From an optimization exercise on the open Yosys and OpenROAD flow, aimed at small area and a short achievable clock period; shortcuts taken in it are not production practice. RTL that was checked went through simulation tests only; none was proved equivalent to the original. The RTL of runs 4 and 5 was laid out without a check of its function. Power is estimated from default activity; no workload was simulated.

==> standard.sh <==
#!/bin/bash
# synth_recipe.tcl (not shown) runs the flow's synth.tcl, then flattens the netlist and writes it again
# the make line also repeats each setting of config.mk as NAME=value (left out here)
make -C /OpenROAD-flow-scripts/flow DESIGN_CONFIG=/design/flow/config.mk WORK_HOME=/design/flow/orfs CLKGATE_MAP_FILE= SYNTH_SCRIPT=/design/flow/synth_recipe.tcl "${@:-finish}"
==> config.mk <==
export PLATFORM = sky130hd
export DESIGN_NAME = tdc_time_accum_top
export DESIGN_NICKNAME = tdc_time_accum_top
export VERILOG_FILES = /design/flow/design.v
export SDC_FILE = /design/flow/constraint.sdc
export NUM_CORES = 4
export LEC_CHECK = 0
export ABC_AREA = 1
export ABC_CLOCK_PERIOD_IN_PS = 2000
export CAP_MARGIN = 20
export CORE_MARGIN = 2
export CORE_UTILIZATION = 40
export CTS_BUF_LIST = sky130_fd_sc_hd__clkbuf_8 sky130_fd_sc_hd__clkbuf_16
export CTS_CLUSTER_DIAMETER = 80
export CTS_CLUSTER_SIZE = 20
export PLACE_DENSITY = 0.6
export SETUP_SLACK_MARGIN = 1.8
export SLEW_MARGIN = 20
==> flow/run.sh <==
#!/bin/bash
set -e
export BUFFER_PORTS_ARGS="-buffer_cell sky130_fd_sc_hd__buf_2"
bash standard.sh > standard_flow.log 2>&1
==> design.v <==
package tdc_pkg;
   localparam int N_CH   = 8;
   localparam int INT_W  = 11;
   localparam int FRAC_W = 11;
   localparam int SCALE  = 50;
   localparam int ACC_W  = 16;
   localparam int EV_W   = 20;
   localparam int ACC_SW = 36;
   localparam int OUT_W  = 37;
endpackage
module tdc_add_tree (
   input  logic        clk,
   input  logic [87:0] int_data,
   input  logic [87:0] frac_data,
   input  logic [7:0]  ch_mask,
   input  logic        v3,
   output logic [19:0] ev_o
);
   logic [7:0][10:0] mi, mf;
   for (genvar i = 0; i < 8; i++) begin : g_mask
      assign mi[i] = int_data[11*i +: 11]  & {11{ch_mask[i]}};
      assign mf[i] = frac_data[11*i +: 11] & {11{ch_mask[i]}};
   end
   logic [3:0][13:0] r0i_d, r0f_d, r0i_q, r0f_q;
   csa8to4 u_c0i (.m(mi), .r(r0i_d));
   csa8to4 u_c0f (.m(mf), .r(r0f_d));
   logic [13:0] s1i, c1i, s1f, c1f;
   logic [13:0] s1i_q, c1i_q, s1f_q, c1f_q;
   csa4to2 u_c1i (.r(r0i_q), .s(s1i), .c(c1i));
   csa4to2 u_c1f (.r(r0f_q), .s(s1f), .c(c1f));
   logic [13:0] si_q, sf_q;
   logic [19:0] a3, b3, c3, d3, t3s, t3c, e3s, e3c, e3s_q, e3c_q;
   assign a3  = {1'b0, si_q, 5'd0};
   assign b3  = {2'b0, si_q, 4'd0};
   assign c3  = {5'b0, si_q, 1'b0};
   assign d3  = {6'b0, sf_q};
   assign t3s = a3 ^ b3 ^ c3;
   assign t3c = {((a3[18:0] & b3[18:0]) | (a3[18:0] & c3[18:0]) | (b3[18:0] & c3[18:0])), 1'b0};
   assign e3s = t3s ^ t3c ^ d3;
   assign e3c = {((t3s[18:0] & t3c[18:0]) | (t3s[18:0] & d3[18:0]) | (t3c[18:0] & d3[18:0])), 1'b0};
   logic [19:0] e4_q;
   always_ff @(posedge clk) begin
      r0i_q <= r0i_d;
      r0f_q <= r0f_d;
      s1i_q <= s1i;
      c1i_q <= c1i;
      s1f_q <= s1f;
      c1f_q <= c1f;
      si_q  <= s1i_q + c1i_q;
      sf_q  <= s1f_q + c1f_q;
      e3s_q <= e3s;
      e3c_q <= e3c;
   end
   always_ff @(posedge clk) begin
      e4_q <= v3 ? (e3s_q + e3c_q) : 20'd0;
   end
   assign ev_o = e4_q;
endmodule
module csa8to4 (
   input  logic [7:0][10:0] m,
   output logic [3:0][13:0] r
);
   logic [13:0] x0, x1, x2, x3, x4, x5, x6, x7;
   logic [13:0] sa, ca, sb, cb;
   assign x0 = 14'(m[0]);
   assign x1 = 14'(m[1]);
   assign x2 = 14'(m[2]);
   assign x3 = 14'(m[3]);
   assign x4 = 14'(m[4]);
   assign x5 = 14'(m[5]);
   assign x6 = 14'(m[6]);
   assign x7 = 14'(m[7]);
   assign sa = x0 ^ x1 ^ x2;
   assign ca = {((x0[12:0] & x1[12:0]) | (x0[12:0] & x2[12:0]) | (x1[12:0] & x2[12:0])), 1'b0};
   assign sb = x3 ^ x4 ^ x5;
   assign cb = {((x3[12:0] & x4[12:0]) | (x3[12:0] & x5[12:0]) | (x4[12:0] & x5[12:0])), 1'b0};
   assign r[0] = sa ^ ca ^ sb;
   assign r[1] = {((sa[12:0] & ca[12:0]) | (sa[12:0] & sb[12:0]) | (ca[12:0] & sb[12:0])), 1'b0};
   assign r[2] = cb ^ x6 ^ x7;
   assign r[3] = {((cb[12:0] & x6[12:0]) | (cb[12:0] & x7[12:0]) | (x6[12:0] & x7[12:0])), 1'b0};
endmodule
module csa4to2 (
   input  logic [3:0][13:0] r,
   output logic [13:0]      s,
   output logic [13:0]      c
);
   logic [13:0] t, u;
   assign t = r[0] ^ r[1] ^ r[2];
   assign u = {((r[0][12:0] & r[1][12:0]) | (r[0][12:0] & r[2][12:0]) | (r[1][12:0] & r[2][12:0])), 1'b0};
   assign s = t ^ u ^ r[3];
   assign c = {((t[12:0] & u[12:0]) | (t[12:0] & r[3][12:0]) | (u[12:0] & r[3][12:0])), 1'b0};
endmodule
module tdc_time_accum (
   input  logic        clk,
   input  logic        rst,
   input  logic [87:0] int_data,
   input  logic [87:0] frac_data,
   input  logic [7:0]  ch_mask,
   input  logic        start,
   input  logic [15:0] acc_len,
   input  logic        acc_clear,
   output logic [36:0] out_sum,
   output logic [15:0] out_cnt,
   output logic        out_dval,
   output logic        busy
);
   logic [4:0]       vld_q;
   logic [4:0][15:0] len_q;
   logic             le1_q;     
   logic [19:0]      ev;        
   tdc_add_tree u_tree (
      .clk       (clk),
      .int_data  (int_data),
      .frac_data (frac_data),
      .ch_mask   (ch_mask),
      .v3        (vld_q[3]),
      .ev_o      (ev)
   );
   always_ff @(posedge clk or posedge rst) begin
      if (rst) begin
         vld_q <= '0;
      end else begin
         vld_q <= {vld_q[3:0], start};
      end
   end
   always_ff @(posedge clk) begin
      len_q <= {len_q[3:0], acc_len};
      le1_q <= (len_q[3][15:1] == 15'd0);
   end
   logic        acc_st_q;    
   logic        acc_st_d;
   logic [35:0] acc_q;
   logic [15:0] rem_q;       
   logic [15:0] blen_q;      
   logic [35:0] sum_q;
   logic [15:0] ocnt_q;
   logic        dval_q;
   logic        busy_q;
   logic [35:0] add;
   logic        last, finish, done;
   assign add    = acc_q + 36'(ev);
   assign last   = (rem_q == 16'd2);
   assign finish = acc_st_q ? last : le1_q;
   assign done   = vld_q[4] & finish & ~acc_clear;
   always_comb begin
      acc_st_d = acc_st_q;
      if (acc_clear) begin
         acc_st_d = 1'b0;
      end else if (vld_q[4]) begin
         acc_st_d = ~finish;
      end
   end
   always_ff @(posedge clk or posedge rst) begin
      if (rst) begin
         acc_st_q <= 1'b0;
         sum_q    <= '0;
         ocnt_q   <= '0;
         dval_q   <= 1'b0;
         busy_q   <= 1'b0;
      end else begin
         acc_st_q <= acc_st_d;
         if (done) begin
            sum_q  <= add;
            ocnt_q <= acc_st_q ? blen_q : 16'd1;
         end
         dval_q <= done;
         busy_q <= acc_st_d | start | (|vld_q[3:0]);
      end
   end
   always_ff @(posedge clk) begin
      acc_q <= (~acc_clear & (vld_q[4] ? ~finish : acc_st_q)) ? add : 36'd0;
      if (vld_q[4]) begin
         rem_q <= acc_st_q ? rem_q - 16'd1 : len_q[4];
      end
      if (vld_q[4] & ~acc_st_q) begin
         blen_q <= len_q[4];
      end
   end
   assign out_sum  = {1'b0, sum_q};
   assign out_cnt  = ocnt_q;
   assign out_dval = dval_q;
   assign busy     = busy_q;
endmodule
module tdc_time_accum_top (
   input  logic         clk,
   input  logic         rst,
   input  logic [87:0]  int_data,
   input  logic [87:0]  frac_data,
   input  logic [7:0]   ch_mask,
   input  logic         start,
   input  logic [15:0]  acc_len,
   input  logic         acc_clear,
   output logic [36:0]  out_sum,
   output logic [15:0]  out_cnt,
   output logic         out_dval,
   output logic         busy
);
   tdc_time_accum u_accum (
      .clk       (clk),
      .rst       (rst),
      .int_data  (int_data),
      .frac_data (frac_data),
      .ch_mask   (ch_mask),
      .start     (start),
      .acc_len   (acc_len),
      .acc_clear (acc_clear),
      .out_sum   (out_sum),
      .out_cnt   (out_cnt),
      .out_dval  (out_dval),
      .busy      (busy)
   );
endmodule
==> constraint.sdc <==
create_clock -name core_clock -period 4.0 [get_ports {clk}]
set_input_delay 0.8000 -clock core_clock [delete_from_list [all_inputs] [get_ports {clk}]]
set_output_delay 0.8000 -clock core_clock [all_outputs]
set_load 0.01 [all_outputs]
==> results.txt, run 1 <==
post-route ant nets=0; DRT Wirelength=42360 um; Most Frequent Cell on Critical Path=fa_1; drt wl/cell=about 15 um; final setup fails=0; die height=between 200 and 250 um; Max IR drop VDD=around 0.33 mV; drt pass-1 iters=7; core footprint=approximately 47000 um^2; sequential area share after synthesis=roughly 49%; HP Class=register to register; Critical-path top delay cell=fa_1; max incr delay on CP=0.56 ns; Clk Latency, worst-skew pair=0.57 ns; max_slew headroom=between 50% and 60%; Fmax=roughly 490 MHz; Iter 0 DRT Violations=approximately 540; Rows=80; hold-fix buffers at CTS=0; Ports=between 200 and 300; largest net degree at the start of global routing=95; DRC Markers=0; Syn Area/Cell=9.537 um^2; Clock transition at path regs=0.08 ns; Clock Tree Buf Depth=3; ANT cells=0; Root Buffer=clkbuf_16; RSZ-0062 raised after global routing=true; yosys warns=2; setup slack after layout=between 1.5 and 2 ns; min Tclk post-route=about 2.0 ns; status=no timing/DRC/antenna violations; met3 routed WL=between 1500 and 2000 um; period utilization=around 50%; fin nets=around 2700; MaxCap Viol Count=0; register share of total power=approximately 44%; Starting Density=about two fifths; # H-tree levels=1; number of fill cells in the layout=about 4600; Worst Tran Pin Value=about 0.7 ns; worst path cell trace=buf_2, nand2_1, fa_1, inv_1, fa_1; Leak=roughly 11 nW; TritonCTS sink count=434; cells after synthesis=approximately 2000; CP Capture Type=register; clk_skew=0.02027 ns; highest routed metal layer=met4; hpwl dp=~34000 um; Mapped Area=19130 um^2; P_sw=4.723 mW; final hold violation count=0; Area after DPL=between 20000 and 25000 um^2; vias in the first global route=13600; CTS buffer count=27; setup TNS=0 ns; clock share of power=about 20%; area grow syn2layout=14.62%; commonest cells after routing, fill and taps aside=517 x nand2_1, 342 x dfxtp_1, 317 x inv_1; die area=about 50000 um^2; PortBufs=around 260; global route total overflow=0; WL met2=roughly 21000 um; most common cell after layout, fill and taps aside=nand2_1; switch share=between 30% and 40%; #FFs+latches synth=around 430; vias per inst=about 4.5; initial antenna violation count=0; WP data arrival=around 2.5 ns; Finished Cell Area=approximately 22000 um^2; share of post-route cells with drive strength above 1=approximately 14%; first-pass GRT wire length=~68000 um; register area=a little over 9000 um^2; critical path class=input pin to register; CP max FO=22; GRT Overall Usage=between 10% and 20%; PwrDens=slightly above 600 nW/um^2; Synth cell types=43; Final GP Congestion=between 0.8 and 0.9; Setup WS pre-CTS=1.269 ns; M1 WL=19120 um; Comb power frac=35.8%; Worst Setup Start Kind=input pin; Die Width=~220 um; Int Pwr=about 8.5 mW; via count=13090; CTS tree=built; footprint of the multi-input gates=about 8500 um^2; Req. time, crit path=between 4 and 5 ns; Total Power Consumption=around 13 mW; Final Slew Violations=0
==> registers in the layout, summed over array words and instances (netlist names), 13 cells and up <==
name and flops:
u_accum.acc_q 36, u_accum.blen_q 16, u_accum.len_q 80, u_accum.ocnt_q 16, u_accum.rem_q 16, u_accum.sum_q 36
u_accum.u_tree.e3c_q 18, u_accum.u_tree.e3s_q 19, u_accum.u_tree.e4_q 20, u_accum.u_tree.r0f_q 46, u_accum.u_tree.r0i_q 46, u_accum.u_tree.s1f_q 13
u_accum.u_tree.s1i_q 13, u_accum.u_tree.sf_q 14, u_accum.u_tree.si_q 14
==> repair_timing <==
action	4_1_cts	5_1_grt
setup buffers	0	5
gates cloned	0	1
pin swaps	1	2
resized for setup	6	19
endpoints found under the setup margin	91	44
==> power by group through the flow <==
| stage | clock network [mW] | registers, mW | logic (mW) |
|---|---|---|---|
| after floorplan | 0 | 5.85 | 3.45 |
| after global placement | 0 | 6.01 | 4.62 |
| after detailed placement | 0 | 6.01 | 4.71 |
| after CTS | 2.76 | 5.92 | 4.77 |
| after global routing | 2.92 | 6.00 | 5.52 |
| final | 2.64 | 5.89 | 4.74 |
==> worst paths after layout <==
check                                   from                 endpoint  slack (ns)  depth (start not counted)
min in group asynchronous                rst        u_accum.ocnt_q[7]        0.33                          2
max in group asynchronous                rst        u_accum.sum_q[13]        2.80                          3
hold / removal             u_accum.len_q[46]        u_accum.len_q[62]        0.32                          0
setup / recovery                  ch_mask[5]  u_accum.u_tree.r0f_q[5]        1.96                          5
hold reg to reg            u_accum.len_q[46]        u_accum.len_q[62]        0.32                          0
setup reg to reg            u_accum.acc_q[0]        u_accum.sum_q[30]        1.97                         11
==> critical path, delay by kind of cell <==
kind / cells / cell delay (ns)
adder cells (fa/ha/maj): 2 / 1.01
buffers and inverters: 2 / 0.47
AND/OR/NAND/NOR: 1 / 0.16
==> cell usage after synthesis <==
library cell	number	area (um^2)
o311ai_0	1	8.760
inv_2	1	3.750
nor3b_1	1	7.510
nand2_1	520	1952
and2_1	1	6.260
nor3_2	1	10.01
inv_4	1	6.260
nand4_1	20	125.1
nand3b_1	4	30.03
o21ai_1	41	205.2
nor4_2	1	12.51
clkbuf_1	23	86.33
buf_1	1	3.750
buf_4	5	37.54
a31oi_1	10	62.56
o2111ai_1	1	8.760
edfxtp_1	32	960.9
fa_1	151	3023
a21oi_1	66	330.3
ha_1	80	1001
nor2_2	1	6.260
buf_2	6	30.03
dfrtp_1	60	1501
buf_8	1	15.01
nor4_1	6	37.54
conb_1	1	3.750
buf_6	3	33.78
o21bai_1	5	37.54
inv_1	311	1167
nor2_1	134	503.0
a211oi_1	2	15.01
xnor2_1	18	157.7
nand3_1	59	295.3
nor3_1	14	70.07
xor2_1	22	192.7
a21o_1	4	30.03
o211ai_1	3	22.52
nand2_2	1	6.260
or2_2	4	25.02
dfxtp_1	342	6847
o21a_1	3	22.52
o31ai_1	2	15.01
o21ai_0	43	215.2
==> layout make-up <==
cell class | count | share of cell area, %
Clock buffer | 27 | 3.081
Clock inverter | 12 | 0.3880
Inverter | 313 | 5.386
Timing Repair Buffer | 266 | 6.231
Multi-Input combinational cell | 1221 | 38.93
Tap cell | 615 | 3.509
Sequential cell | 434 | 42.47
==> metal layers <==
| layer | up-vias | global-route usage [%] |
|---|---|---|
| li1 | 6678 | - |
| met1 | 6070 | 21.98 |
| met2 | 298 | 30.65 |
| met3 | 48 | 2.275 |
| met4 | 0 | 3.594 |
| met5 | - | 0 |
==> metrics by stage <==
step / utilization [%] / cells / hold WS (ns)
after floorplan: - / 2006 / 0.3096
after global placement: 44.31 / 2843 / 0.3100
after detailed placement: 44.31 / 2843 / 0.3121
after CTS: 45.96 / 2882 / 0.3066
after global routing: 46.22 / 2888 / 0.3073
final: 46.22 / 2888 / 0.3217
==> cell families (layout without fill, tap and decap cells) <==
logic type | after synthesis | count (layout) | share of synthesized area (%)
adder cells (fa/ha/maj) | 231 | 231 | 21.03
flip-flops | 434 | 434 | 48.66
buffers and inverters | 352 | 618 | 7.233
other | 1 | 1 | 0.01960
AO/OA/AOI/OAI | 181 | 181 | 5.088
XOR/XNOR | 40 | 40 | 1.831
AND/OR/NAND/NOR | 767 | 768 | 16.13
==> run 2, diff against run 1 <==
--- a/config.mk
+++ b/config.mk
@@ -9,10 +9,10 @@
 export ABC_CLOCK_PERIOD_IN_PS = 2000
 export CAP_MARGIN = 20
 export CORE_MARGIN = 2
-export CORE_UTILIZATION = 40
+export CORE_UTILIZATION = 65
 export CTS_BUF_LIST = sky130_fd_sc_hd__clkbuf_8 sky130_fd_sc_hd__clkbuf_16
 export CTS_CLUSTER_DIAMETER = 80
 export CTS_CLUSTER_SIZE = 20
-export PLACE_DENSITY = 0.6
+export PLACE_DENSITY = 0.75
 export SETUP_SLACK_MARGIN = 1.8
 export SLEW_MARGIN = 20
==> run 2 against run 1 <==
  * Critical endpoint is now u_accum.sum_q[34]
  * Fmax shrank 3.7%
  * Clock power shrank 3%
  * Via count grew 3.5%
  * Highest routed layer unchanged
==> results.txt, run 2 <==
#FFs+latches synth=434; Max IR drop VDD=around 0.49 mV; cells after synthesis=2006; GRT Overall Usage=roughly a quarter; non-filler cells, final=about 2700; area grow syn2layout=12.62%; CTS buffer count=25; Post-synth EDFFs=32; min Tclk post-route=2.113 ns; most common cell after layout, fill and taps aside=nand2_1; number of fill cells in the layout=roughly 2100; Final GP Congestion=around 0.91; P_sw=about 4.7 mW; Finished Cell Area=approximately 22000 um^2; setup slack after layout=about 1.9 ns; Mapped Area=~19000 um^2; start of the worst register-to-register path=u_accum.acc_q[9]; # H-tree levels=1; Worst Tran Pin Value=~0.64 ns; Clock Tree Buf Depth=3; Clk Latency, worst-skew pair=0.56 ns; hold-fix buffers at CTS=0; final setup fails=0; main flop type after synthesis=dfxtp_1; die area=~30000 um^2; TritonCTS sink count=roughly 430; drt pass-1 iters=7; largest net degree at the start of global routing=between 40 and 50; FF-to-FF path depth=11; global route total overflow=0; Root Buffer=clkbuf_16; MaxCap Viol Count=0; Largest Register=u_accum.len_q; core footprint=approximately 29000 um^2; FF-to-FF End=u_accum.sum_q[34]; Total Power Consumption=roughly 13 mW; Clock transition at path regs=roughly 0.090 ns; PwrDens=roughly 610 nW/um^2; share of post-route cells with drive strength above 1=~14%; commonest cells after routing, fill and taps aside=518 x nand2_1, 342 x dfxtp_1, 320 x inv_1; sequential area share after synthesis=between 40 and 50%; DRT Wirelength=39700 um; Fmax=approximately 470 MHz; status=no timing/DRC/antenna violations; setup TNS=0 ns; Synth cell types=43; Leak=11.28 nW; DRC Markers=0; via count=about 14000; first-pass GRT wire length=65850 um; final hold violation count=0; vias in the first global route=14150; CTS tree=built; CP endpoint=u_accum.sum_q[34]; Worst Setup Start Kind=register; Iter 0 DRT Violations=768; period utilization=about 53%; post-route ant nets=0; initial antenna violation count=0; die height=approximately 180 um; Area after DPL=between 20000 and 25000 um^2; PortBufs=about 260; Req. time, crit path=about 4.5 ns; clk_skew=~0.016 ns; Ports=259; RSZ-0062 raised after global routing=true; Die Width=175.6 um; Synth area leaders=dfxtp_1 36%, fa_1 16%, nand2_1 10%; drt wl/cell=roughly 15 um; Syn Area/Cell=9.537 um^2; register share of total power=44.8%; WP data arrival=~2.6 ns; post-synthesis async set-or-reset flop share=between 10% and 20%; fin nets=2692; WHS=approximately 0.32 ns; clock share of power=~19%; Starting Density=roughly 66%; Int Pwr=between 8 and 9 mW; top-count cell post-synth=nand2_1; Largest register FFs=80; hpwl dp=approximately 31000 um; Comb power frac=a little over a third; post-synth top area cell=dfxtp_1; critical path class=register to register; yosys warns=2; Rows=between 60 and 70; Setup WS pre-CTS=around 1.4 ns; CP max FO=4; CP Capture Type=register; most frequent cells after synthesis=520 x nand2_1, 342 x dfxtp_1, 311 x inv_1; max_slew headroom=57.12%; worst setup path startpoint=u_accum.acc_q[9]; Final Slew Violations=0; HP Class=input pin to asynchronous set/reset pin; Reg2Reg Setup Slack=around 1.9 ns; Yosys top cell area share=~36%; ANT cells=0; biggest regs=u_accum.len_q x80, u_accum.u_tree.r0f_q x46, u_accum.u_tree.r0i_q x46; final core occ=about 75%; vias per inst=around 5.1; switch share=between 30 and 40%; placed insts=2614
[run 2: cell counts after synthesis]
No cell type changed its count.
[run 2: area by class of cell]
type | instances | area [um^2] | share of cell area, %
flip-flops and latches | 434 | 9310 | 43.21
multi-input cells | 1220 | 8489 | 39.40
repair buffers | 263 | 1363 | 6.324
inverters | 313 | 1181 | 5.482
clock buffers | 27 | 664.4 | 3.084
well taps | 384 | 480.5 | 2.230
clock inverters | 11 | 57.56 | 0.2671
[run 2: worst min path at each step]
stage               slack [ns]              start           endpoint
floorplan                 0.31   u_accum.len_q[0]  u_accum.len_q[16]
global placement          0.31  u_accum.len_q[38]  u_accum.len_q[54]
detailed placement        0.31   u_accum.len_q[6]  u_accum.len_q[22]
CTS                       0.31                rst  u_accum.sum_q[26]
global route              0.33        acc_len[11]  u_accum.len_q[11]
finish                    0.32                rst  u_accum.sum_q[19]
[run 2: cell families after synthesis]
logic type | after synthesis | synth area share (%)
fa+ha+maj | 231 | 21.03
buf+inv | 352 | 7.233
xor+xnor | 40 | 1.831
simple gates | 767 | 16.13
flops | 434 | 48.66
compound gates | 181 | 5.088
other cells | 1 | 0.01960
[run 2: what timing repair did]
item / in CTS / in global routing
setup buffers: 0 / 0
resized for setup: 3 / 15
endpoints found under the setup margin: 42 / 84
[run 2: critical path, cell delays in order, from the launching register on]
cell	delay, ns
dfxtp_1	0.31
ha_1	0.35
nand2_1	0.17
inv_1	0.05
a21oi_1	0.29
nand3_1	0.26
nand2_1	0.12
nand2_1	0.12
nand2_1	0.12
nand3_1	0.09
nand3_1	0.09
nand2_1	0.05
[run 2: power groups by stage]
stage | sequential [mW] | combinational (mW) | clock [mW]
2_1_floorplan | 5.85 | 3.45 | 0
3_3_place_gp | 5.99 | 4.47 | 0
3_5_place_dp | 6.01 | 4.66 | 0
4_1_cts | 5.92 | 4.70 | 2.63
5_1_grt | 6.00 | 5.47 | 2.76
6_report | 5.90 | 4.71 | 2.55
[run 2: metal layers]
layer  vias to the layer above  wire length [um]  GRT usage [%]
met5                         -                 0              0
met4                         0              1207          8.574
met3                        86              2148          2.987
met2                       461             20550          50.25
met1                      6326             15800          31.55
li1                       6681                 -              -
==> run 3, diff against run 2 <==
--- a/config.mk
+++ b/config.mk
@@ -13,6 +13,7 @@
 export CTS_BUF_LIST = sky130_fd_sc_hd__clkbuf_8 sky130_fd_sc_hd__clkbuf_16
 export CTS_CLUSTER_DIAMETER = 80
 export CTS_CLUSTER_SIZE = 20
+export GPL_TIMING_DRIVEN = 1
 export PLACE_DENSITY = 0.75
 export SETUP_SLACK_MARGIN = 1.8
 export SLEW_MARGIN = 20
==> run 3 against run 2 <==
  * Final cell count unchanged
  * Critical endpoint unchanged
  * Hold slack unchanged
  * Routed wire length stayed put
  * Clock skew is the same
  * Sequential power about the same
  * Global-route usage is the same
  * Final area stayed put
  * Via count stayed put
  * Combinational power about the same
  * Register-to-register slack about the same
  * Non-clock buffer count stayed put
==> results.txt, run 3 <==
Die Width=approximately 180 um; first-pass GRT wire length=roughly 66000 um; WP data arrival=2.58 ns; MaxCap Viol Count=0; min Tclk post-route=2.113 ns; GRT Overall Usage=between 20% and 30%; biggest regs=u_accum.len_q x80, u_accum.u_tree.r0f_q x46, u_accum.u_tree.r0i_q x46; post-CTS setup buffers=0; final hold violation count=0; CTS buffer count=25; setup TNS=0 ns; Fmax=473.3 MHz; most common cell after layout, fill and taps aside=nand2_1; commonest cells after routing, fill and taps aside=518 x nand2_1, 342 x dfxtp_1, 320 x inv_1; Largest register FFs=80; core footprint=~29000 um^2; share of post-route cells with drive strength above 1=between 10% and 20%; RSZ-0062 raised after global routing=true; Req. time, crit path=4.46 ns; yosys warns=2; final setup fails=0; Yosys top cell area share=roughly 36%; hpwl dp=~31000 um; Root Buffer=clkbuf_16; ANT cells=0; drt pass-1 iters=7; Final GP Congestion=slightly above 0.9; cells after synthesis=around 2000; sequential area share after synthesis=roughly 49%; DRT Wirelength=slightly below 40000 um; most frequent cells after synthesis=520 x nand2_1, 342 x dfxtp_1, 311 x inv_1; CP max FO=4; main flop type after synthesis=dfxtp_1; Clock Tree Buf Depth=3; Worst Setup Start Kind=register; fin nets=roughly 2700; via count=around 14000; Max IR drop VDD=0.4942 mV; CTS tree=built; max_slew headroom=between 50% and 60%; clk_skew=approximately 0.016 ns; number of fill cells in the layout=approximately 2100; Leak=about 11 nW; CP Capture Type=register; period utilization=roughly 53%; Starting Density=about 66%; status=no timing/DRC/antenna violations; Synth area leaders=dfxtp_1 36%, fa_1 16%, nand2_1 10%; post-synth top area cell=dfxtp_1; Iter 0 DRT Violations=768; Post-synth EDFFs=32; initial antenna violation count=0; Largest Register=u_accum.len_q; Syn Area/Cell=~9.5 um^2; Ports=about 260; top-count cell post-synth=nand2_1; vias in the first global route=14150; die height=roughly 180 um; Synth cell types=43; Worst Tran Pin Value=0.6419 ns; DRC Markers=0; TritonCTS sink count=~430; vias per inst=between 5 and 6; global route total overflow=0; critical path class=register to register; Clock transition at path regs=around 0.090 ns; PortBufs=~260; drt wl/cell=14.97 um; Mapped Area=about 19000 um^2; Total Power Consumption=~13 mW; Clk Latency, worst-skew pair=between 0.5 and 0.6 ns; Final Slew Violations=0; #FFs+latches synth=434; area grow syn2layout=12.62%; die area=between 30000 and 40000 um^2; PwrDens=about 600 nW/um^2; hold-fix buffers at CTS=0; largest net degree at the start of global routing=43; # H-tree levels=1; final core occ=74.66%; HP Class=input pin to asynchronous set/reset pin; post-route ant nets=0; post-synthesis async set-or-reset flop share=~14%; Rows=a little over 60
[run 3: worst max-delay path, stage by stage, from the launching register on]
cell     delay (ns)
dfxtp_1        0.31
ha_1           0.35
nand2_1        0.17
inv_1          0.05
a21oi_1        0.29
nand3_1        0.26
nand2_1        0.12
nand2_1        0.12
nand2_1        0.12
nand3_1        0.09
nand3_1        0.09
nand2_1        0.05
[run 3: layout make-up]
cell class / count / area [um^2] / share of cell area, %
flip-flops and latches: 434 / 9310 / 43.21
multi-input cells: 1220 / 8489 / 39.40
repair buffers: 263 / 1363 / 6.324
inverters: 313 / 1181 / 5.482
clock buffers: 27 / 664.4 / 3.084
well taps: 384 / 480.5 / 2.230
clock inverters: 11 / 57.56 / 0.2671
[run 3: where the power goes]
| group | switching (mW) | leakage, nW | internal [mW] |
|---|---|---|---|
| Sequential | 0.487 | 3.99 | 5.42 |
| Combinational | 2.84 | 6.91 | 1.87 |
| Clock | 1.35 | 0.391 | 1.20 |
[run 3: final timing paths]
path                                    startpoint  slack, ns  cells after the start                endpoint
max                               u_accum.acc_q[9]       1.89                     11       u_accum.sum_q[34]
min                                            rst       0.32                      2       u_accum.sum_q[19]
max reg2reg                       u_accum.acc_q[9]       1.89                     11       u_accum.sum_q[34]
min reg2reg                u_accum.u_tree.s1i_q[0]       0.32                      0  u_accum.u_tree.si_q[0]
max in group asynchronous                      rst       2.86                      3        u_accum.vld_q[4]
min in group core_clock    u_accum.u_tree.s1i_q[0]       0.32                      0  u_accum.u_tree.si_q[0]
[run 3: what timing repair did]
action                     CTS  global route
gates resized for setup      3            15
setup endpoints to repair   42            84
cloned                       0             0
[run 3: cells by family after synthesis]
| logic type | Yosys count | synth area share (%) |
|---|---|---|
| AO/OA/AOI/OAI | 181 | 5.088 |
| XOR/XNOR | 40 | 1.831 |
| adder cells (fa/ha/maj) | 231 | 21.03 |
| buffers and inverters | 352 | 7.233 |
| flip-flops | 434 | 48.66 |
| other | 1 | 0.01960 |
| AND/OR/NAND/NOR | 767 | 16.13 |
[run 3: through the flow]
step           instance area (um^2)  setup WS [ns]  instances  hold WS, ns
3_5_place_dp                  20750          1.360       2614       0.3121
5_1_grt                       21550          1.777       2652       0.3278
6_report                      21550          1.887       2652       0.3164
4_1_cts                       21490          1.832       2652       0.3078
2_1_floorplan                 19160          1.802       2006       0.3096
3_3_place_gp                  20750          1.453       2614       0.3106
[run 3: per-layer routing]
layer | vias up | share of wire (%) | global-route usage (%)
met1 | 6326 | 40 | 31.55
li1 | 6681 | - | -
met4 | 0 | 3.0 | 8.574
met5 | - | 0 | 0
met3 | 86 | 5.4 | 2.987
met2 | 461 | 52 | 50.25
==> run 4, diff against run 3 <==
--- a/design.v
+++ b/design.v
@@ -138,7 +138,7 @@
    logic        busy_q;
    logic [35:0] add;
    logic        last, finish, done;
-   assign add    = acc_q + 36'(ev);
+   tdc_acc_add u_add (.a(acc_q), .b(ev), .s(add));
    assign last   = (rem_q == 16'd2);
    assign finish = acc_st_q ? last : le1_q;
    assign done   = vld_q[4] & finish & ~acc_clear;
@@ -181,6 +181,13 @@
    assign out_dval = dval_q;
    assign busy     = busy_q;
 endmodule
+module tdc_acc_add (
+   input  logic [35:0] a,
+   input  logic [19:0] b,
+   output logic [35:0] s
+);
+   assign s = a + 36'(b);
+endmodule
 module tdc_time_accum_top (
    input  logic         clk,
    input  logic         rst,
==> config.mk (replaced) <==
export PLATFORM = sky130hd
export DESIGN_NAME = tdc_time_accum_top
export DESIGN_NICKNAME = tdc_time_accum_top
export VERILOG_FILES = /design/flow/design.v
export SDC_FILE = /design/flow/constraint.sdc
export NUM_CORES = 4
export LEC_CHECK = 0
export ABC_CLOCK_PERIOD_IN_PS = 2000
export CAP_MARGIN = 20
export CORE_MARGIN = 2
export CORE_UTILIZATION = 40
export CTS_BUF_LIST = sky130_fd_sc_hd__clkbuf_8 sky130_fd_sc_hd__clkbuf_16
export CTS_CLUSTER_DIAMETER = 80
export CTS_CLUSTER_SIZE = 20
export PLACE_DENSITY = 0.6
export SETUP_SLACK_MARGIN = 1.8
export SLEW_MARGIN = 20
export SYNTH_HIERARCHICAL = 1
export SYNTH_MINIMUM_KEEP_SIZE = 0
==> run 4 against run 3 <==
  * Core utilization down 26 points
  * Sequential share of layout area down 4.7 points
  * Non-clock buffer count up 64
  * Flip-flop and latch count up 28
  * First-iteration DRC count down 7.3%
  * Total power up 14%
  * Highest routed layer unchanged
==> results.txt, run 4 <==
Largest Register=u_accum.len_q; final setup fails=0; #FFs+latches synth=about 460; WP data arrival=around 3.1 ns; Post-synth EDFFs=32; Leak=between 10 and 15 nW; Max IR drop VDD=approximately 0.37 mV; post-synthesis async set-or-reset flop share=12.99%; WHS=about 0.32 ns; Yosys top cell area share=between 30% and 40%; CP max FO=4; PortBufs=about 260; drt wl/cell=roughly 14 um; final hold violation count=0; Largest register FFs=80; share of post-route cells with drive strength above 1=a little under a quarter; Final GP Congestion=around 0.84; die area=around 56000 um^2; status=no timing/DRC/antenna violations; DRC Markers=0; GRT Overall Usage=15.13%; main flop type after synthesis=dfxtp_1; number of fill cells in the layout=4805; die height=235.8 um; Worst Tran Pin Value=0.9542 ns; # H-tree levels=1; vias per inst=approximately 4.7; max_slew headroom=36.39%; Clk Latency, worst-skew pair=approximately 0.59 ns; yosys warns=8; RSZ-0062 raised after global routing=true; hold-fix buffers at CTS=0; post-route ant nets=0; setup TNS=0 ns; MaxCap Viol Count=0; DRT Wirelength=approximately 43000 um; min Tclk post-route=about 2.6 ns; largest net degree at the start of global routing=110; core footprint=52870 um^2; CTS tree=built; commonest cells after routing, fill and taps aside=358 x dfxtp_1, 257 x buf_2, 232 x inv_1; top-count cell post-synth=dfxtp_1; Ports=259; most frequent cells after synthesis=370 x dfxtp_1, 227 x and2_1, 226 x inv_1; Req. time, crit path=~4.5 ns; area grow syn2layout=19.31%; Rows=84; vias in the first global route=14100; Root Buffer=clkbuf_16; clk_skew=0.02593 ns; Worst Setup Start Kind=register; CTS buffer count=30; Synth cell types=78; Iter 0 DRT Violations=approximately 710; initial antenna violation count=1; Starting Density=between 40% and 50%; Syn Area/Cell=between 10 and 15 um^2; Final Slew Violations=0; fin nets=2737; hpwl dp=between 30000 and 40000 um; via count=14020; Mapped Area=approximately 21000 um^2; period utilization=approximately two thirds; Fmax=between 300 and 400 MHz; cells after synthesis=approximately 2000; PwrDens=between 500 and 600 nW/um^2; first-pass GRT wire length=69930 um; HP Class=register to register; Die Width=235.8 um; Clock Tree Buf Depth=3; Synth area leaders=dfxtp_1 34%, fa_1 15%, dfrtp_1 7.0%; TritonCTS sink count=around 460; CP Capture Type=register; most common cell after layout, fill and taps aside=dfxtp_1; critical path class=register to register; Clock transition at path regs=approximately 0.080 ns; biggest regs=u_accum.len_q x80, u_accum.u_tree.r0f_q x56, u_accum.u_tree.r0i_q x56; drt pass-1 iters=5; sequential area share after synthesis=around 46%; post-synth top area cell=dfxtp_1; global route total overflow=0
run 4: power breakdown:
group          switching [mW]  internal, mW  total [mW]
clock                    1.55          1.47        3.01
combinational            2.99          2.73        5.71
sequential              0.551          5.77        6.32
run 4: repair_timing:
item,CTS,global route
gates cloned,4,4
pin swaps,25,65
gates resized for setup,77,110
buffers inserted,25,28
endpoints found under the setup margin,98,99
run 4: cells by family after synthesis:
kind of cell               count (synthesis)  share of synthesized area (%)
xor gates and xnor gates                  83                          3.509
DFF                                      462                          45.91
adders and majority gates                241                          19.51
AOI/OAI and AO/OA                        272                          8.648
muxes                                     22                          1.117
and+or+nand+nor                          603                          15.05
buffers and inverters                    322                          6.175
other                                      5                        0.08730
run 4: per-module statistics from Yosys (local to each module, per instance), a selection:
module          cell area, um^2  flip-flops and latches  copies in the design  cells
tdc_time_accum             7619                     209                     1    715
tdc_acc_add                1294                       0                     1    178
csa4to2                   564.3                       0                     2     31
csa8to4                    1320                       0                     2    155
tdc_add_tree               8818                     253                     1    745
run 4: final timing paths:
kind | from | cells after the start | end | slack [ns]
worst max-delay path | u_accum.acc_q[0] | 15 | u_accum.sum_q[28] | 1.35
worst min-delay path | u_accum.len_q[10] | 0 | u_accum.len_q[26] | 0.32
worst max register to register | u_accum.acc_q[0] | 15 | u_accum.sum_q[28] | 1.35
worst min register to register | u_accum.len_q[10] | 0 | u_accum.len_q[26] | 0.32
max in group asynchronous | rst | 3 | u_accum.sum_q[19] | 2.79
min in group asynchronous | rst | 2 | u_accum.sum_q[1] | 0.37
run 4: area by class of cell:
class,count,area (um^2),area share [%]
Antenna cell,1,2.502,0.009756
Clock inverter,14,118.9,0.4634
Clock buffer,32,800.8,3.122
Inverter,226,852.1,3.322
Multi-Input combinational cell,1245,11130,43.40
Sequential cell,462,9889,38.55
Timing Repair Buffer,327,1994,7.775
Tap cell,688,860.8,3.356
run 4: per-layer routing:
metal	vias to the layer above	share of wire, %	track usage [%]
met2	352	47	25.26
met1	6623	47	20.85
met4	0	1.7	3.629
li1	6998	-	-
met5	-	0	0
met3	44	4.8	2.001
run 4: worst max-delay path, cell delays in order (launching register included):
cell and delay, ns:
dfxtp_2 0.35, ha_4 0.14, fa_2 0.19, a21o_1 0.13
nand4_1 0.14, a21oi_2 0.29, o21ai_4 0.10, buf_4 0.15
o21ai_4 0.21, buf_12 0.14, nand3_2 0.09, xnor2_2 0.15
nand2b_1 0.12, o21ai_1 0.08, a31oi_1 0.16, o211ai_1 0.10
run 4: per-stage QoR:
step	area, um^2	power [mW]	std cells	util, %	setup slack (ns)
6_report	25650	15.05	2995	48.52	1.353
2_1_floorplan	21720	10.24	2028	-	1.453
3_3_place_gp	23430	11.45	2887	44.31	1.088
4_1_cts	24970	14.87	2962	47.23	1.405
5_1_grt	25650	16.25	2995	48.52	1.189
3_5_place_dp	23430	11.56	2887	44.31	1.047
==> run 5, diff against run 4 <==
--- a/design.v
+++ b/design.v
@@ -56,39 +56,41 @@
    end
    assign ev_o = e4_q;
 endmodule
+module cmp42 (
+   input  logic [13:0] x0,
+   input  logic [13:0] x1,
+   input  logic [13:0] x2,
+   input  logic [13:0] x3,
+   output logic [13:0] s,
+   output logic [13:0] c
+);
+   logic [13:0] t, u, v, co, ci;
+   assign t  = x0 ^ x1;
+   assign u  = x2 ^ x3;
+   assign v  = t ^ u;
+   for (genvar i = 0; i < 14; i++) begin : g_co
+      assign co[i] = t[i] ? x2[i] : x0[i];
+   end
+   assign ci = {co[12:0], 1'b0};
+   assign s  = v ^ ci;
+   for (genvar i = 0; i < 13; i++) begin : g_c
+      assign c[i+1] = v[i] ? ci[i] : x3[i];
+   end
+   assign c[0] = 1'b0;
+endmodule
 module csa8to4 (
    input  logic [7:0][10:0] m,
    output logic [3:0][13:0] r
 );
-   logic [13:0] x0, x1, x2, x3, x4, x5, x6, x7;
-   logic [13:0] sa, ca, sb, cb;
-   assign x0 = 14'(m[0]);
-   assign x1 = 14'(m[1]);
-   assign x2 = 14'(m[2]);
-   assign x3 = 14'(m[3]);
-   assign x4 = 14'(m[4]);
-   assign x5 = 14'(m[5]);
-   assign x6 = 14'(m[6]);
-   assign x7 = 14'(m[7]);
-   assign sa = x0 ^ x1 ^ x2;
-   assign ca = {((x0[12:0] & x1[12:0]) | (x0[12:0] & x2[12:0]) | (x1[12:0] & x2[12:0])), 1'b0};
-   assign sb = x3 ^ x4 ^ x5;
-   assign cb = {((x3[12:0] & x4[12:0]) | (x3[12:0] & x5[12:0]) | (x4[12:0] & x5[12:0])), 1'b0};
-   assign r[0] = sa ^ ca ^ sb;
-   assign r[1] = {((sa[12:0] & ca[12:0]) | (sa[12:0] & sb[12:0]) | (ca[12:0] & sb[12:0])), 1'b0};
-   assign r[2] = cb ^ x6 ^ x7;
-   assign r[3] = {((cb[12:0] & x6[12:0]) | (cb[12:0] & x7[12:0]) | (x6[12:0] & x7[12:0])), 1'b0};
+   cmp42 u_a (.x0(14'(m[0])), .x1(14'(m[1])), .x2(14'(m[2])), .x3(14'(m[3])), .s(r[0]), .c(r[1]));
+   cmp42 u_b (.x0(14'(m[4])), .x1(14'(m[5])), .x2(14'(m[6])), .x3(14'(m[7])), .s(r[2]), .c(r[3]));
 endmodule
 module csa4to2 (
    input  logic [3:0][13:0] r,
    output logic [13:0]      s,
    output logic [13:0]      c
 );
-   logic [13:0] t, u;
-   assign t = r[0] ^ r[1] ^ r[2];
-   assign u = {((r[0][12:0] & r[1][12:0]) | (r[0][12:0] & r[2][12:0]) | (r[1][12:0] & r[2][12:0])), 1'b0};
-   assign s = t ^ u ^ r[3];
-   assign c = {((t[12:0] & u[12:0]) | (t[12:0] & r[3][12:0]) | (u[12:0] & r[3][12:0])), 1'b0};
+   cmp42 u_a (.x0(r[0]), .x1(r[1]), .x2(r[2]), .x3(r[3]), .s(s), .c(c));
 endmodule
 module tdc_time_accum (
    input  logic        clk,
@@ -138,7 +140,7 @@
    logic        busy_q;
    logic [35:0] add;
    logic        last, finish, done;
-   tdc_acc_add u_add (.a(acc_q), .b(ev), .s(add));
+   assign add    = acc_q + 36'(ev);
    assign last   = (rem_q == 16'd2);
    assign finish = acc_st_q ? last : le1_q;
    assign done   = vld_q[4] & finish & ~acc_clear;
@@ -181,13 +183,6 @@
    assign out_dval = dval_q;
    assign busy     = busy_q;
 endmodule
-module tdc_acc_add (
-   input  logic [35:0] a,
-   input  logic [19:0] b,
-   output logic [35:0] s
-);
-   assign s = a + 36'(b);
-endmodule
 module tdc_time_accum_top (
    input  logic         clk,
    input  logic         rst,
--- a/config.mk
+++ b/config.mk
@@ -5,6 +5,7 @@
 export SDC_FILE = /design/flow/constraint.sdc
 export NUM_CORES = 4
 export LEC_CHECK = 0
+export ABC_AREA = 1
 export ABC_CLOCK_PERIOD_IN_PS = 2000
 export CAP_MARGIN = 20
 export CORE_MARGIN = 2
@@ -15,5 +16,3 @@
 export PLACE_DENSITY = 0.6
 export SETUP_SLACK_MARGIN = 1.8
 export SLEW_MARGIN = 20
-export SYNTH_HIERARCHICAL = 1
-export SYNTH_MINIMUM_KEEP_SIZE = 0
==> run 5 against run 4 <==
  * Core utilization shrank 2.4 points
  * Non-clock buffer count shrank 60
  * Combinational power shrank about 10%
  * Critical endpoint is now u_accum.acc_q[13]
  * Largest cell class unchanged
==> results.txt, run 5 <==
Final Slew Violations=0; Yosys top cell area share=between 30% and 40%; PwrDens=611.4 nW/um^2; Root Buffer=clkbuf_16; Rows=81; hold-fix buffers at CTS=0; CTS buffer count=27; drt pass-1 iters=4; HP Class=input pin to asynchronous set/reset pin; buffers and inverters on the worst path=1; RSZ-0062 raised after global routing=true; register share of total power=between 40% and 50%; # H-tree levels=1; TritonCTS sink count=434; yosys warns=2; Max IR drop VDD=0.4025 mV; Reg2Reg Setup Slack=1.89 ns; Synth cell types=49; commonest cells after routing, fill and taps aside=511 x nand2_1, 342 x dfxtp_1, 257 x buf_2; area grow syn2layout=14.14%; largest net degree at the start of global routing=47; fin nets=~2700; status=no timing/DRC/antenna violations; most common cell after layout, fill and taps aside=nand2_1; min Tclk post-route=~2.1 ns; Mapped Area=roughly 20000 um^2; core footprint=between 40000 and 50000 um^2; vias per inst=between 4 and 5; GRT Overall Usage=approximately 17%; Most Frequent Cell on Critical Path=a21oi_1; drt wl/cell=14.57 um; Total Power Consumption=between 10 and 15 mW; via count=~15000; hpwl dp=roughly 36000 um; MaxCap Viol Count=0; final setup fails=0; Ports=roughly 260; Largest Register=u_accum.len_q; cells after synthesis=approximately 2200; Comb power frac=~37%; main flop type after synthesis=dfxtp_1; P_sw=~4.9 mW; max incr delay on CP=0.37 ns; die height=226.2 um; most frequent cells after synthesis=519 x nand2_1, 342 x dfxtp_1, 151 x xor2_1; Clock transition at path regs=~0.08 ns; final hold violation count=0; biggest regs=u_accum.len_q x80, u_accum.u_tree.r0f_q x46, u_accum.u_tree.r0i_q x46; global route total overflow=0; vias in the first global route=between 10000 and 15000; first-pass GRT wire length=71420 um; Starting Density=40.44%; initial antenna violation count=2; Die Width=226.2 um; Int Pwr=between 8 and 9 mW; number of fill cells in the layout=about 4800; die area=around 51000 um^2; worst path cell trace=ha_1, nand2_2, inv_1, a21oi_1, o21ai_0, a21oi_1, xor2_1, nor2_1; Synth area leaders=dfxtp_1 35%, nand2_1 9.9%, dfrtp_1 7.6%; period utilization=between 50% and 60%; Iter 0 DRT Violations=around 670; DRT Wirelength=between 40000 and 50000 um; clk_skew=roughly 0.015 ns; CTS tree=built; Syn Area/Cell=between 9 and 10 um^2; Final GP Congestion=around 0.89; post-synth top area cell=dfxtp_1; Clk Latency, worst-skew pair=between 0.5 and 0.6 ns; setup TNS=0 ns; post-route ant nets=0; WP data arrival=around 2.5 ns; Worst Tran Pin Value=0.8365 ns; PortBufs=approximately 260; Clock Tree Buf Depth=3; DRC Markers=0; Post-synth EDFFs=32; switch share=35.64%; top-count cell post-synth=nand2_1; Critical-path top delay cell=ha_1; CP Capture Type=register; #FFs+latches synth=~430; CP max FO=5; clock share of power=about 20%; Worst Setup Start Kind=register; Leak=between 10 and 15 nW; Fmax=473.5 MHz; post-synthesis async set-or-reset flop share=around 14%; Req. time, crit path=4.43 ns; sequential area share after synthesis=47.12%; max_slew headroom=between 40 and 50%; critical path class=register to register; Largest register FFs=80; cell family contributing the most delay on the critical path=compound AO/OA/AOI/OAI gates; share of post-route cells with drive strength above 1=around 15%
[run 5: timing repair]
item	CTS	global route
setup buffers	0	4
pin swaps	1	3
cloned	1	2
gates resized for setup	4	22
endpoints found under the setup margin	45	82
[run 5: through the flow]
stage               std cells  cell area (um^2)  util (%)  setup slack, ns  hold slack, ns
detailed placement       3048             21550     44.12            1.323          0.3121
global route             3097             22550     46.16            1.781          0.1508
finish                   3098             22550     46.16            1.888          0.1636
global placement         3048             21550     44.12            1.426          0.3098
floorplan                2174             19760         -            1.916          0.3096
CTS                      3090             22400     45.85            1.790          0.3018
[run 5: cells by family (layout without fill, tap and decap cells)]
logic type / count (synthesis) / in the layout / share of synthesized area, %
adders and majority gates: 120 / 120 / 8.208
and+or+nand+nor: 818 / 821 / 17.50
muxes: 13 / 13 / 0.7410
buffers and inverters: 181 / 437 / 4.313
xor gates and xnor gates: 286 / 286 / 12.68
DFF: 434 / 434 / 47.12
AOI/OAI and AO/OA: 321 / 321 / 9.424
other: 1 / 2 / 0.01898
[run 5: routing by layer]
layer  GRT usage [%]  share of wire (%)
met2           30.93                 49
met5               0              0.029
met1           21.84                 44
met3           2.446                5.1
met4           3.990                1.7
[run 5: cell type report]
cell class,count,area [um^2],area share (%)
multi-input cells,1562,9716,43.09
flip-flops and latches,434,9309,41.28
repair buffers,267,1390,6.165
well taps,664,830.8,3.684
clock buffers,28,700.7,3.107
inverters,129,490.5,2.175
clock inverters,13,110.1,0.4883
diodes,1,2.502,0.01110
[run 5: path summary, 6_finish.rpt]
path | startpoint | to | cells after the start
worst max-delay path | u_accum.acc_q[7] | u_accum.acc_q[13] | 8
worst min register to register | u_accum.len_q[48] | u_accum.len_q[64] | 0
min in group core_clock | u_accum.len_q[48] | u_accum.len_q[64] | 0
worst min-delay path | rst | u_accum.ocnt_q[12] | 2
worst max register to register | u_accum.acc_q[7] | u_accum.acc_q[13] | 8
max in group asynchronous | rst | u_accum.vld_q[0] | 4
[run 5: power by group through the flow]
stage               logic [mW]  clock network, mW  registers (mW)
global placement          5.01                  0            6.01
finish                    5.12               2.76            5.90
detailed placement        5.08                  0            6.03
CTS                       5.13               2.87            5.93
floorplan                 3.91                  0            5.86
global route              5.89               3.04            6.01
==> run 6, diff against run 5 <==
--- a/design.v
+++ b/design.v
@@ -18,8 +18,8 @@
 );
    logic [7:0][10:0] mi, mf;
    for (genvar i = 0; i < 8; i++) begin : g_mask
-      assign mi[i] = int_data[11*i +: 11]  & {11{ch_mask[i]}};
-      assign mf[i] = frac_data[11*i +: 11] & {11{ch_mask[i]}};
+      assign mi[i] = ~(int_data[11*i +: 11]  & {11{ch_mask[i]}});
+      assign mf[i] = ~(frac_data[11*i +: 11] & {11{ch_mask[i]}});
    end
    logic [3:0][13:0] r0i_d, r0f_d, r0i_q, r0f_q;
    csa8to4 u_c0i (.m(mi), .r(r0i_d));
@@ -46,8 +46,8 @@
       c1i_q <= c1i;
       s1f_q <= s1f;
       c1f_q <= c1f;
-      si_q  <= s1i_q + c1i_q;
-      sf_q  <= s1f_q + c1f_q;
+      si_q  <= ~(s1i_q + c1i_q + 14'd1);
+      sf_q  <= ~(s1f_q + c1f_q + 14'd1);
       e3s_q <= e3s;
       e3c_q <= e3c;
    end
@@ -55,42 +55,40 @@
       e4_q <= v3 ? (e3s_q + e3c_q) : 20'd0;
    end
    assign ev_o = e4_q;
-endmodule
-module cmp42 (
-   input  logic [13:0] x0,
-   input  logic [13:0] x1,
-   input  logic [13:0] x2,
-   input  logic [13:0] x3,
-   output logic [13:0] s,
-   output logic [13:0] c
-);
-   logic [13:0] t, u, v, co, ci;
-   assign t  = x0 ^ x1;
-   assign u  = x2 ^ x3;
-   assign v  = t ^ u;
-   for (genvar i = 0; i < 14; i++) begin : g_co
-      assign co[i] = t[i] ? x2[i] : x0[i];
-   end
-   assign ci = {co[12:0], 1'b0};
-   assign s  = v ^ ci;
-   for (genvar i = 0; i < 13; i++) begin : g_c
-      assign c[i+1] = v[i] ? ci[i] : x3[i];
-   end
-   assign c[0] = 1'b0;
 endmodule
 module csa8to4 (
    input  logic [7:0][10:0] m,
    output logic [3:0][13:0] r
 );
-   cmp42 u_a (.x0(14'(m[0])), .x1(14'(m[1])), .x2(14'(m[2])), .x3(14'(m[3])), .s(r[0]), .c(r[1]));
-   cmp42 u_b (.x0(14'(m[4])), .x1(14'(m[5])), .x2(14'(m[6])), .x3(14'(m[7])), .s(r[2]), .c(r[3]));
+   logic [13:0] x0, x1, x2, x3, x4, x5, x6, x7;
+   logic [13:0] sa, ca, sb, cb;
+   assign x0 = {3'b111, m[0]};
+   assign x1 = {3'b111, m[1]};
+   assign x2 = {3'b111, m[2]};
+   assign x3 = {3'b111, m[3]};
+   assign x4 = {3'b111, m[4]};
+   assign x5 = {3'b111, m[5]};
+   assign x6 = {3'b111, m[6]};
+   assign x7 = {3'b111, m[7]};
+   assign sa = x0 ^ x1 ^ x2;
+   assign ca = {((x0[12:0] & x1[12:0]) | (x0[12:0] & x2[12:0]) | (x1[12:0] & x2[12:0])), 1'b1};
+   assign sb = x3 ^ x4 ^ x5;
+   assign cb = {((x3[12:0] & x4[12:0]) | (x3[12:0] & x5[12:0]) | (x4[12:0] & x5[12:0])), 1'b1};
+   assign r[0] = sa ^ ca ^ sb;
+   assign r[1] = {((sa[12:0] & ca[12:0]) | (sa[12:0] & sb[12:0]) | (ca[12:0] & sb[12:0])), 1'b1};
+   assign r[2] = cb ^ x6 ^ x7;
+   assign r[3] = {((cb[12:0] & x6[12:0]) | (cb[12:0] & x7[12:0]) | (x6[12:0] & x7[12:0])), 1'b1};
 endmodule
 module csa4to2 (
    input  logic [3:0][13:0] r,
    output logic [13:0]      s,
    output logic [13:0]      c
 );
-   cmp42 u_a (.x0(r[0]), .x1(r[1]), .x2(r[2]), .x3(r[3]), .s(s), .c(c));
+   logic [13:0] t, u;
+   assign t = r[0] ^ r[1] ^ r[2];
+   assign u = {((r[0][12:0] & r[1][12:0]) | (r[0][12:0] & r[2][12:0]) | (r[1][12:0] & r[2][12:0])), 1'b1};
+   assign s = t ^ u ^ r[3];
+   assign c = {((t[12:0] & u[12:0]) | (t[12:0] & r[3][12:0]) | (u[12:0] & r[3][12:0])), 1'b1};
 endmodule
 module tdc_time_accum (
    input  logic        clk,
==> run 6 against run 5 <==
  * Largest power group unchanged
  * Worst setup slack worse by 0.032 ns
  * Combinational power down 2%
  * Count of clock-buffer cells in the layout increased by 1
  * Synthesized area down 4.4%
  * Still clean on timing, DRC and antenna
  * Clock power about the same
  * Sequential power hardly changed
==> results.txt, run 6 <==
post-synth top area cell=dfxtp_1; Clk Latency, worst-skew pair=0.57 ns; PwrDens=between 600 and 700 nW/um^2; DRC Markers=0; commonest cells after routing, fill and taps aside=490 x nand2_1, 342 x dfxtp_1, 258 x inv_1; Final Slew Violations=0; drt pass-1 iters=5; die height=approximately 220 um; post-synthesis async set-or-reset flop share=13.82%; GRT Overall Usage=between 15 and 20%; Die Width=221.3 um; hold-fix buffers at CTS=0; setup TNS=0 ns; global route total overflow=0; min Tclk post-route=2.144 ns; setup slack after layout=1.856 ns; Clock transition at path regs=0.08 ns; Post-Synth Adder-Cell Area=between 20% and 30%; MaxCap Viol Count=0; worst setup path startpoint=u_accum.u_tree.e4_q[0]; Hold Path Origin=u_accum.len_q[34]; Fmax=approximately 470 MHz; Iter 0 DRT Violations=between 500 and 600; die area=between 40000 and 50000 um^2; Setup WS pre-CTS=1.345 ns; PortBufs=257; number of fill cells in the layout=approximately 4400; largest family of logic cells by synthesized area=adder cells; TritonCTS sink count=between 400 and 500; Rows=slightly below 80; Worst Setup Start Kind=register; Synth cell types=between 40 and 50; Yosys top cell area share=36.26%; period utilization=about 54%; start of the worst register-to-register path=u_accum.u_tree.e4_q[0]; Leak=10.48 nW; top-count cell post-synth=nand2_1; first-pass GRT wire length=67010 um; DRT Wirelength=41180 um; register area=just over 9000 um^2; biggest regs=u_accum.len_q x80, u_accum.u_tree.r0f_q x46, u_accum.u_tree.r0i_q x46; HP Class=register to register; final setup fails=0; Area after DPL=a little over 20000 um^2; main flop type after synthesis=dfxtp_1; met2 Usage GRT=between 20% and 30%; Root Buffer=clkbuf_16; critical path class=register to register; via count=between 10000 and 15000; drt wl/cell=about 15 um; Post-synth EDFFs=32; hpwl dp=approximately 33000 um; Syn Area/Cell=9.794 um^2; post-route ant nets=0; Synth area leaders=dfxtp_1 36%, fa_1 16%, nand2_1 9.8%; CTS buffer count=27; most common cell after layout, fill and taps aside=nand2_1; Largest register FFs=80; footprint of the multi-input gates=~8500 um^2; max_slew headroom=49.82%; Top Usage Layer GRT=met2; Req. time, crit path=roughly 4.4 ns; fin nets=about 2600; Global Route met3 Usage=around 2.4%; # H-tree levels=1; Largest Register=u_accum.len_q; CP max FO=3; initial antenna violation count=1; Compound-Gate Fraction of Synth Area=5.433%; RSZ-0062 raised after global routing=false; yosys warns=2; vias in the first global route=~13000; Starting Density=between 40% and 50%; core footprint=approximately 47000 um^2; area grow syn2layout=15.23%; Worst Tran Pin Value=roughly 0.75 ns; Max IR drop VDD=about 0.35 mV; met1 usage=22.15%; simple-gate portion of the synthesized area=16.07%; most frequent cells after synthesis=494 x nand2_1, 342 x dfxtp_1, 251 x inv_1; CP Capture Type=register; Final GP Congestion=about 0.9; cells after synthesis=1928; sequential area share after synthesis=roughly 49%; Mapped Area=approximately 19000 um^2; largest net degree at the start of global routing=91; final hold violation count=0; Clock Tree Buf Depth=3; share of post-route cells with drive strength above 1=16.01%; WP data arrival=approximately 2.6 ns; mux cell area share after synthesis=0%; CTS tree=built; Synth Area in XOR/XNOR=1.809%; Ports=around 260; Finished Cell Area=about 22000 um^2; #FFs+latches synth=roughly 430; status=no timing/DRC/antenna violations; clk_skew=between 0.02 and 0.025 ns; vias per inst=around 4.6
run 6: cell type report:
cell class | instances | area share (%)
Clock buffer | 29 | 3.283
Tap cell | 607 | 3.490
Timing Repair Buffer | 268 | 6.325
Clock inverter | 15 | 0.4600
Sequential cell | 434 | 42.79
Multi-Input combinational cell | 1203 | 39.18
Antenna cell | 1 | 0.01150
Inverter | 256 | 4.468
run 6: worst paths after layout:
path / endpoint / slack, ns / cells past startpoint
max in group asynchronous: u_accum.sum_q[14] / 2.85 / 3
setup / recovery: u_accum.sum_q[14] / 1.86 / 8
hold reg to reg: u_accum.len_q[50] / 0.32 / 0
hold / removal: u_accum.len_q[50] / 0.32 / 0
min in group asynchronous: u_accum.ocnt_q[9] / 0.34 / 2
setup reg to reg: u_accum.sum_q[14] / 1.86 / 8
run 6: metrics by stage:
step	hold slack (ns)	total power [mW]	utilization, %	cells
after floorplan	0.3096	9.589	-	1928
after global placement	0.3099	10.93	44.65	2760
after detailed placement	0.3121	11.02	44.65	2760
after CTS	0.2933	13.85	46.50	2805
after global routing	0.2916	14.94	46.74	2813
final	0.3241	13.68	46.74	2813
run 6: per-layer routing:
layer	wire, um	part of all wire [%]
met5	0	0
met4	709	1.7
met3	1826	4.4
met2	19530	47
met1	19110	46
run 6: cell families (layout without fill, tap and decap cells):
logic type / after synthesis / in the layout
other cells: 1 / 2
flops: 434 / 434
fa+ha+maj: 231 / 231
compound gates: 189 / 189
xor+xnor: 39 / 39
buf+inv: 293 / 568
simple gates: 741 / 743
run 6: timing repair:
action                                  CTS  global route
pin swaps                                 1             2
setup buffers                             1             5
resized for setup                         8            15
endpoints found under the setup margin   74            56
gates cloned                              0             2
run 6: worst max-delay path: stages, from the launching register on:
cell and delay [ns]:
dfxtp_1 0.31, ha_1 0.22, fa_2 0.38, nand3_2 0.11, nor2_2 0.06, nor2_1 0.24
o21ai_1 0.17, xnor2_1 0.42, o21ai_1 0.10
run 6: report_power, final:
| part | leakage [nW] | internal (mW) | switching [mW] | total, mW |
|---|---|---|---|---|
| registers | 3.99 | 5.44 | 0.469 | 5.91 |
| clock network | 0.428 | 1.31 | 1.45 | 2.76 |
| logic | 6.06 | 1.99 | 3.02 | 5.01 |
| total | 10.5 | 8.74 | 4.94 | 13.7 |
==> run 7, diff against run 6 <==
--- a/config.mk
+++ b/config.mk
@@ -14,5 +14,5 @@
 export CTS_CLUSTER_DIAMETER = 80
 export CTS_CLUSTER_SIZE = 20
 export PLACE_DENSITY = 0.6
-export SETUP_SLACK_MARGIN = 1.8
+export SETUP_SLACK_MARGIN = 2.0
 export SLEW_MARGIN = 20
==> run 7 against run 6 <==
  * Clock power is essentially flat
  * Highest routed layer unchanged
  * Still clean on timing, DRC and antenna
  * Hold slack gained 0.00066 ns
  * Flip-flop and latch count is the same
  * Largest power group unchanged
  * Total power grew 3.0%
  * Critical endpoint is now u_accum.u_tree.r0f_q[9]
==> results.txt, run 7 <==
Setup WS pre-CTS=approximately 1.1 ns; GRT Overall Usage=between 15 and 20%; DRC Markers=0; Root Buffer=clkbuf_16; sequential area share after synthesis=49.30%; hpwl dp=approximately 32000 um; critical path class=input pin to register; post-synthesis async set-or-reset flop share=about 14%; Synth area leaders=dfxtp_1 36%, fa_1 16%, nand2_1 9.8%; Clock Tree Buf Depth=3; # H-tree levels=1; clk_skew=0.02327 ns; Yosys top cell area share=36.26%; Most Frequent Cell on Critical Path=fa_2; Req. time, crit path=between 4 and 5 ns; PwrDens=approximately 630 nW/um^2; DRT Wirelength=between 40000 and 50000 um; setup TNS=0 ns; largest net degree at the start of global routing=between 50 and 60; cells after synthesis=a little under 2000; Critical-path top delay cell=fa_2; first-pass GRT wire length=about 66000 um; share of post-route cells with drive strength above 1=21.50%; Rows=between 70 and 80; Worst Setup Start Kind=input pin; worst path cell trace=buf_4, nand2_1, fa_2, fa_2; post-synth top area cell=dfxtp_1; hold-fix buffers at CTS=0; TritonCTS sink count=~430; Starting Density=roughly two fifths; vias in the first global route=13290; Largest register FFs=80; most frequent cells after synthesis=494 x nand2_1, 342 x dfxtp_1, 251 x inv_1; Post-synth EDFFs=32; Synth cell types=between 40 and 50; status=no timing/DRC/antenna violations; CP max FO=22; PortBufs=257; Iter 0 DRT Violations=approximately 660; core footprint=between 40000 and 50000 um^2; period utilization=between 40% and 50%; die area=approximately 49000 um^2; final setup fails=0; fin nets=~2600; vias per inst=4.605; Final GP Congestion=~0.89; top-count cell post-synth=nand2_1; global route total overflow=0; most common cell after layout, fill and taps aside=nand2_1; area grow syn2layout=18.69%; RSZ-0062 raised after global routing=true; Final Slew Violations=0; Finished Cell Area=about 22000 um^2; Mapped Area=approximately 19000 um^2; WP data arrival=2.44 ns; Fmax=between 500 and 600 MHz; non-filler cells, final=2817; post-route ant nets=0; drt wl/cell=approximately 15 um; commonest cells after routing, fill and taps aside=452 x nand2_1, 340 x dfxtp_1, 251 x buf_2; Syn Area/Cell=between 9 and 10 um^2; Leak=10.60 nW; yosys warns=2; FF-to-FF path depth=11; setup slack after layout=slightly above 2 ns; initial antenna violation count=1; Clk Latency, worst-skew pair=0.59 ns; placed insts=about 2800; biggest regs=u_accum.len_q x80, u_accum.u_tree.r0f_q x46, u_accum.u_tree.r0i_q x46; Worst Tran Pin Value=about 0.74 ns; CTS tree=built; Max IR drop VDD=0.3017 mV; min Tclk post-route=1.981 ns; Largest Register=u_accum.len_q; #FFs+latches synth=~430; HP Class=register to register; Area after DPL=around 21000 um^2; CP Capture Type=register; final hold violation count=0; die height=approximately 220 um; max incr delay on CP=between 0.6 and 0.7 ns; CTS buffer count=27; drt pass-1 iters=7; via count=about 13000; Die Width=~220 um; Hold Path Cell Cnt=0; max_slew headroom=between 50% and 60%; Clock transition at path regs=0.08 ns; MaxCap Viol Count=0; main flop type after synthesis=dfxtp_1; Ports=259; final core occ=between 40 and 50%
==> run 7: critical path: cells and delay by family <==
kind                       cells  cell delay, ns
adders and majority gates      2            1.03
buffers and inverters          1            0.43
and+or+nand+nor                1            0.16
==> run 7: logic make-up after synthesis <==
kind of cell	after synthesis	synth area share, %
simple gates	741	16.07
flops	434	49.30
buf+inv	293	6.063
fa+ha+maj	231	21.31
compound gates	189	5.433
xor+xnor	39	1.809
other cells	1	0.01986
==> run 7: routing by layer <==
layer	share of wire (%)	track usage, %	up-vias
met5	0	0	-
met4	2.1	3.897	0
met3	4.7	2.364	45
met2	49	28.92	318
met1	45	21.28	6070
li1	-	-	6540
==> run 7: cell type report <==
type	count	area (um^2)
Tap cell	607	759.5
Fill cell	4318	24140
Antenna cell	1	2.502
Timing Repair Buffer	274	1470
Inverter	256	969.7
Clock inverter	14	128.9
Sequential cell	434	9316
Multi-Input combinational cell	1203	9075
Clock buffer	28	689.4
==> run 7: path summary, 6_finish.rpt <==
check                                  startpoint                 endpoint  slack (ns)
setup reg to reg           u_accum.u_tree.e4_q[0]        u_accum.sum_q[18]        2.07
max in group asynchronous                     rst        u_accum.sum_q[13]        2.83
hold / removal                  u_accum.len_q[32]        u_accum.len_q[48]        0.32
hold reg to reg                 u_accum.len_q[32]        u_accum.len_q[48]        0.32
setup / recovery                       ch_mask[3]  u_accum.u_tree.r0f_q[9]        2.02
min in group asynchronous                     rst        u_accum.ocnt_q[7]        0.33
==> run 7: timing repair <==
item	in CTS	in global routing
setup endpoints to repair	119	91
resized for setup	28	90
pin swaps	3	22
cloned	1	2
buffers inserted	3	10
==> run 7: power breakdown <==
group          internal [mW]  switching, mW
Clock                   1.33           1.44
Sequential              5.44          0.512
Combinational           2.20           3.15
==> run 7: per-stage QoR <==
stage | hold WS (ns) | power (mW)
after floorplan | 0.3096 | 9.622
final | 0.3247 | 14.08
after global routing | 0.2924 | 15.29
after detailed placement | 0.3121 | 11.04
after global placement | 0.3102 | 10.93
after CTS | 0.2931 | 13.93

[re-timing with driven ports]
In the flow no input, the clock included, has a driving cell. The finished layouts below were timed again as built, in two steps. Step 1, drivers: a clkbuf_16 drives clk and a buf_2 each remaining input, both assumed. Step 2 moves the port delays by t, midway between the first and last clock arrival at a register: inputs arrive t later, outputs are due t later. That takes back most of the time a late clock gives input paths. Three values: no drivers, after step 1, after step 2; two values: the first two.
| run | t, ns | setup WS [ns] | hold slack, ns | worst register clock-pin slew, ns | pins driven straight from the clock port |
|---|---|---|---|---|---|
| run 1 | 0.618 | 1.965 / 1.968 / 1.384 | 0.322 / 0.285 / 0.322 | 0.08 / 0.08 | 1 |
| run 2 | 0.603 | 1.887 / 1.887 / 1.368 | 0.316 / 0.287 / 0.324 | 0.09 / 0.09 | 1 |
| run 3 | 0.603 | 1.887 / 1.887 / 1.368 | 0.316 / 0.287 / 0.324 | 0.09 / 0.09 | 1 |
| run 4 | 0.630 | 1.353 / 1.353 / 1.353 | 0.322 / 0.290 / 0.322 | 0.09 / 0.09 | 1 |
| run 5 | 0.612 | 1.888 / 1.888 / 1.490 | 0.164 / 0.131 / 0.320 | 0.09 / 0.09 | 1 |
| run 6 | 0.620 | 1.856 / 1.856 / 1.463 | 0.324 / 0.301 / 0.324 | 0.08 / 0.08 | 1 |
| run 7 | 0.627 | 2.019 / 2.004 / 1.419 | 0.325 / 0.298 / 0.325 | 0.10 / 0.10 | 1 |
After both steps setup and hold are still met in every run listed. For run 7, which loses most, drivers alone change the setup slack by -0.015 ns; drivers and shift together by -0.600 ns.
